From an optimization exercise on the open Yosys and OpenROAD flow, aimed at small area; shortcuts taken in it are not production practice.
Power is estimated from default activity; no workload was simulated.

## north
// regfile_clr
module regfile_clr #(
    parameter int DATA_W = 32,
    parameter int ADDR_W = 5
) (
    input  logic              clk,
    input  logic              reset,
    input  logic              clear,
    input  logic [ADDR_W-1:0] rd_addr_a,
    input  logic [ADDR_W-1:0] rd_addr_b,
    output logic [DATA_W-1:0] rd_data_a,
    output logic [DATA_W-1:0] rd_data_b,
    input  logic              wr_en,
    input  logic [ADDR_W-1:0] wr_addr,
    input  logic [DATA_W-1:0] wr_data,
    output logic              ready
);
==> module regfile_clr, before the edit <==
module regfile_clr #(
    parameter int DATA_W = 32,
    parameter int ADDR_W = 5
) (
    input  logic              clk,
    input  logic              reset,
    input  logic              clear,
    input  logic [ADDR_W-1:0] rd_addr_a,
    input  logic [ADDR_W-1:0] rd_addr_b,
    output logic [DATA_W-1:0] rd_data_a,
    output logic [DATA_W-1:0] rd_data_b,
    input  logic              wr_en,
    input  logic [ADDR_W-1:0] wr_addr,
    input  logic [DATA_W-1:0] wr_data,
    output logic              ready
);
    localparam int DEPTH = 1 << ADDR_W;
    logic              ready_q;    
    logic [ADDR_W-1:0] clr_cnt_q;
    logic              out_en_q;   
    logic              par_q;      
    logic [ADDR_W-1:0] ra_q, rb_q;             
    logic [DEPTH-1:0]  sel_a_n, sel_b_n;       
    logic [DATA_W-1:0] mem_q [DEPTH];
    always_ff @(posedge clk or posedge reset) begin
        if (reset) begin
            ready_q   <= 1'b0;
            clr_cnt_q <= '0;
            out_en_q  <= 1'b0;
            par_q     <= 1'b0;
        end else begin
            out_en_q <= 1'b1;
            par_q    <= ~(ready_q & par_q);
            if (ready_q) begin
                if (clear) ready_q <= 1'b0;
            end else begin
                clr_cnt_q <= clr_cnt_q + 1'b1;
                if (clr_cnt_q == ADDR_W'(DEPTH - 1)) ready_q <= 1'b1;
            end
        end
    end
    always_ff @(posedge clk) begin
        ra_q <= rd_addr_a;
        rb_q <= rd_addr_b;
    end
    always_comb begin
        for (int i = 0; i < DEPTH; i++) begin
            sel_a_n[i] = ~(out_en_q && ra_q == ADDR_W'(i));
            sel_b_n[i] = ~(out_en_q && rb_q == ADDR_W'(i));
        end
    end
    logic              wr_ok;
    logic [DEPTH-1:0]  wr_row, hold_row;
    logic [DATA_W-1:0] col;
    assign wr_ok = wr_en & ~clear;
    assign col   = ~(wr_data ^ {DATA_W{par_q}});
    always_comb begin
        for (int i = 0; i < DEPTH; i++) begin
            wr_row[i]   = ~ready_q | (wr_ok && wr_addr == ADDR_W'(i));
            hold_row[i] = ~ready_q | ~(wr_ok && wr_addr == ADDR_W'(i));
        end
    end
    logic [DATA_W-1:0] mem_d [DEPTH];
    for (genvar i = 0; i < DEPTH; i++) begin : g_row
        regfile_clr_wrrow #(.DATA_W(DATA_W)) u_wr (
            .q(mem_q[i]), .wr(wr_row[i]), .hold(hold_row[i]), .col(col), .d(mem_d[i])
        );
    end
    always_ff @(posedge clk) begin
        for (int i = 0; i < DEPTH; i++) mem_q[i] <= mem_d[i];
    end
    logic [DEPTH*DATA_W-1:0] mem_flat;
    always_comb begin
        for (int i = 0; i < DEPTH; i++) mem_flat[i*DATA_W +: DATA_W] = mem_q[i];
    end
    regfile_clr_rdport #(.DATA_W(DATA_W), .DEPTH(DEPTH)) u_rd_a (
        .mem(mem_flat), .sel_n(sel_a_n), .par(par_q), .rd_data(rd_data_a)
    );
    regfile_clr_rdport #(.DATA_W(DATA_W), .DEPTH(DEPTH)) u_rd_b (
        .mem(mem_flat), .sel_n(sel_b_n), .par(par_q), .rd_data(rd_data_b)
    );
    assign ready     = ready_q;
endmodule
==> module regfile_clr_rdport, before the edit <==
module regfile_clr_rdport #(
    parameter int DATA_W = 32,
    parameter int DEPTH  = 32
) (
    input  logic [DEPTH*DATA_W-1:0] mem,
    input  logic [DEPTH-1:0]        sel_n,
    input  logic                    par,
    output logic [DATA_W-1:0]       rd_data
);
    for (genvar b = 0; b < DATA_W; b++) begin : g_bit
        logic [DEPTH/2-1:0] pair;
        logic [DEPTH/8-1:0] grp;
        logic               none;
        for (genvar k = 0; k < DEPTH / 2; k++) begin : g_pair
            regfile_clr_or2t u_p (
                .q0(mem[(2*k)*DATA_W + b]), .s0_n(sel_n[2*k]),
                .q1(mem[(2*k+1)*DATA_W + b]), .s1_n(sel_n[2*k+1]),
                .y(pair[k])
            );
        end
        for (genvar g = 0; g < DEPTH / 8; g++) begin : g_grp
            regfile_clr_or4 u_g (.a(pair[4*g +: 4]), .y(grp[g]));
        end
        regfile_clr_nor4 u_n (.a(grp), .y(none));
        regfile_clr_xnor2 u_x (.a(none), .b(par), .y(rd_data[b]));
    end
endmodule
==> module regfile_clr_or2t, before the edit <==
module regfile_clr_or2t (
    input  logic q0, s0_n, q1, s1_n,
    output logic y
);
    assign y = ~((q0 | s0_n) & (q1 | s1_n));
endmodule
==> module regfile_clr_or4, before the edit <==
module regfile_clr_or4 (
    input  logic [3:0] a,
    output logic       y
);
    assign y = |a;
endmodule
==> module regfile_clr_nor4, before the edit <==
module regfile_clr_nor4 (
    input  logic [3:0] a,
    output logic       y
);
    assign y = ~|a;
endmodule
==> module regfile_clr_xnor2, before the edit <==
module regfile_clr_xnor2 (
    input  logic a, b,
    output logic y
);
    assign y = ~(a ^ b);
endmodule
clock: 5.0 ns
lec_check: 0
cap_margin: 20
core_margin: 2
core_utilization: 40
cts_buf_list: sky130_fd_sc_hd__clkbuf_16
cts_cluster_diameter: 80
cts_cluster_size: 28
slew_margin: 20
synth_hierarchical: 1
synth_minimum_keep_size: 0
standard.sh (not shown) runs the stock make flow with config.mk's settings and CLKGATE_MAP_FILE= SYNTH_SCRIPT=/design/flow/synth_recipe.tcl, a recipe that flattens the netlist after the stock synthesis.
==> flow/flow/run.sh <==
#!/bin/bash
# Own layout flow: the standard flow (standard synthesis unchanged), with the port buffers
# made from the smallest buffer and clock tree synthesis without dummy loads.
set -euo pipefail
export BUFFER_PORTS_ARGS="-buffer_cell sky130_fd_sc_hd__buf_1"
export CTS_ARGS="-sink_clustering_enable -repair_clock_nets -sink_clustering_size 28 -sink_clustering_max_diameter 80 -buf_list sky130_fd_sc_hd__clkbuf_16 -dont_use_dummy_load"
bash standard.sh > standard_flow.log 2>&1
Completing all stages was not enough for north: its layout failed the final checks because of negative setup slack.
The following lists how south was set up differently from north:
diff --git a/flow/design.v b/flow/design.v
--- a/flow/design.v
+++ b/flow/design.v
@@ -27,7 +27,7 @@
             ready_q   <= 1'b0;
             clr_cnt_q <= '0;
             out_en_q  <= 1'b0;
-            par_q     <= 1'b0;
+            par_q     <= 1'b1;
         end else begin
             out_en_q <= 1'b1;
             par_q    <= ~(ready_q & par_q);
@@ -45,8 +45,8 @@
     end
     always_comb begin
         for (int i = 0; i < DEPTH; i++) begin
-            sel_a_n[i] = ~(out_en_q && ra_q == ADDR_W'(i));
-            sel_b_n[i] = ~(out_en_q && rb_q == ADDR_W'(i));
+            sel_a_n[i] = (ra_q != ADDR_W'(i));
+            sel_b_n[i] = (rb_q != ADDR_W'(i));
         end
     end
     logic              wr_ok;
@@ -74,10 +74,10 @@
         for (int i = 0; i < DEPTH; i++) mem_flat[i*DATA_W +: DATA_W] = mem_q[i];
     end
     regfile_clr_rdport #(.DATA_W(DATA_W), .DEPTH(DEPTH)) u_rd_a (
-        .mem(mem_flat), .sel_n(sel_a_n), .par(par_q), .rd_data(rd_data_a)
+        .mem(mem_flat), .sel_n(sel_a_n), .par(par_q), .en(out_en_q), .rd_data(rd_data_a)
     );
     regfile_clr_rdport #(.DATA_W(DATA_W), .DEPTH(DEPTH)) u_rd_b (
-        .mem(mem_flat), .sel_n(sel_b_n), .par(par_q), .rd_data(rd_data_b)
+        .mem(mem_flat), .sel_n(sel_b_n), .par(par_q), .en(out_en_q), .rd_data(rd_data_b)
     );
     assign ready     = ready_q;
 endmodule
@@ -88,49 +88,15 @@
     input  logic [DEPTH*DATA_W-1:0] mem,
     input  logic [DEPTH-1:0]        sel_n,
     input  logic                    par,
+    input  logic                    en,
     output logic [DATA_W-1:0]       rd_data
 );
-    for (genvar b = 0; b < DATA_W; b++) begin : g_bit
-        logic [DEPTH/2-1:0] pair;
-        logic [DEPTH/8-1:0] grp;
-        logic               none;
-        for (genvar k = 0; k < DEPTH / 2; k++) begin : g_pair
-            regfile_clr_or2t u_p (
-                .q0(mem[(2*k)*DATA_W + b]), .s0_n(sel_n[2*k]),
-                .q1(mem[(2*k+1)*DATA_W + b]), .s1_n(sel_n[2*k+1]),
-                .y(pair[k])
-            );
-        end
-        for (genvar g = 0; g < DEPTH / 8; g++) begin : g_grp
-            regfile_clr_or4 u_g (.a(pair[4*g +: 4]), .y(grp[g]));
-        end
-        regfile_clr_nor4 u_n (.a(grp), .y(none));
-        regfile_clr_xnor2 u_x (.a(none), .b(par), .y(rd_data[b]));
+    logic [DATA_W-1:0] rd;
+    always_comb begin
+        rd = '0;
+        for (int i = 0; i < DEPTH; i++) rd |= ~(mem[i*DATA_W +: DATA_W] | {DATA_W{sel_n[i]}});
     end
-endmodule
-module regfile_clr_or2t (
-    input  logic q0, s0_n, q1, s1_n,
-    output logic y
-);
-    assign y = ~((q0 | s0_n) & (q1 | s1_n));
-endmodule
-module regfile_clr_or4 (
-    input  logic [3:0] a,
-    output logic       y
-);
-    assign y = |a;
-endmodule
-module regfile_clr_nor4 (
-    input  logic [3:0] a,
-    output logic       y
-);
-    assign y = ~|a;
-endmodule
-module regfile_clr_xnor2 (
-    input  logic a, b,
-    output logic y
-);
-    assign y = ~(a ^ b);
+    assign rd_data = (rd ^ {DATA_W{par}}) & {DATA_W{en}};
 endmodule
 module regfile_clr_wrrow #(
     parameter int DATA_W = 32
--- outcome ---
Going from north to south, number of CTS-inserted buffers shrinks by 2.1%.
Lower maximum single-stage delay on the critical path goes to north over south.
In the metrics for south and north, the one carrying the lower clock period minus worst slack is north.
Global placement routability congestion: higher on south
Per the comparison of south with north, clock network fraction of total power went down 0.3 points; total routing usage reported by global routing went up 2.6 points.
south leaves less setup margin than north.
south: total power 0.00025 W above north
No crash in south: every stage finished, but the layout fails its final checks due to negative setup slack.
Reported for south and north, logic depth of the worst setup path including buffers turned out identical to the last digit.
No functional check of the RTL was part of any run of this note.

==> static timing again, ports no longer ideal <==
Ports are ideal in the flow. The routed layouts listed here were re-timed in OpenROAD. Step 1 assumes that a clkbuf_16 drives the clock port and a buf_2 every other input. Step 2, shift: input delay + t, output delay - t, t = (earliest + latest rising clock arrival at the registers) / 2. This alone moves slack from input paths to output paths. a / b / c = ideal / step 1 / step 2; a / b = the first two.
run	shift t [ns]	setup WS [ns]	slew at the worst register clock pin (ns)	worst slew at a driven data input, ns
north	0.711	-0.021 / -0.089 / 0.622	0.11 / 0.11	0.04
south	0.700	-0.025 / -0.095 / 0.605	0.11 / 0.11	0.04
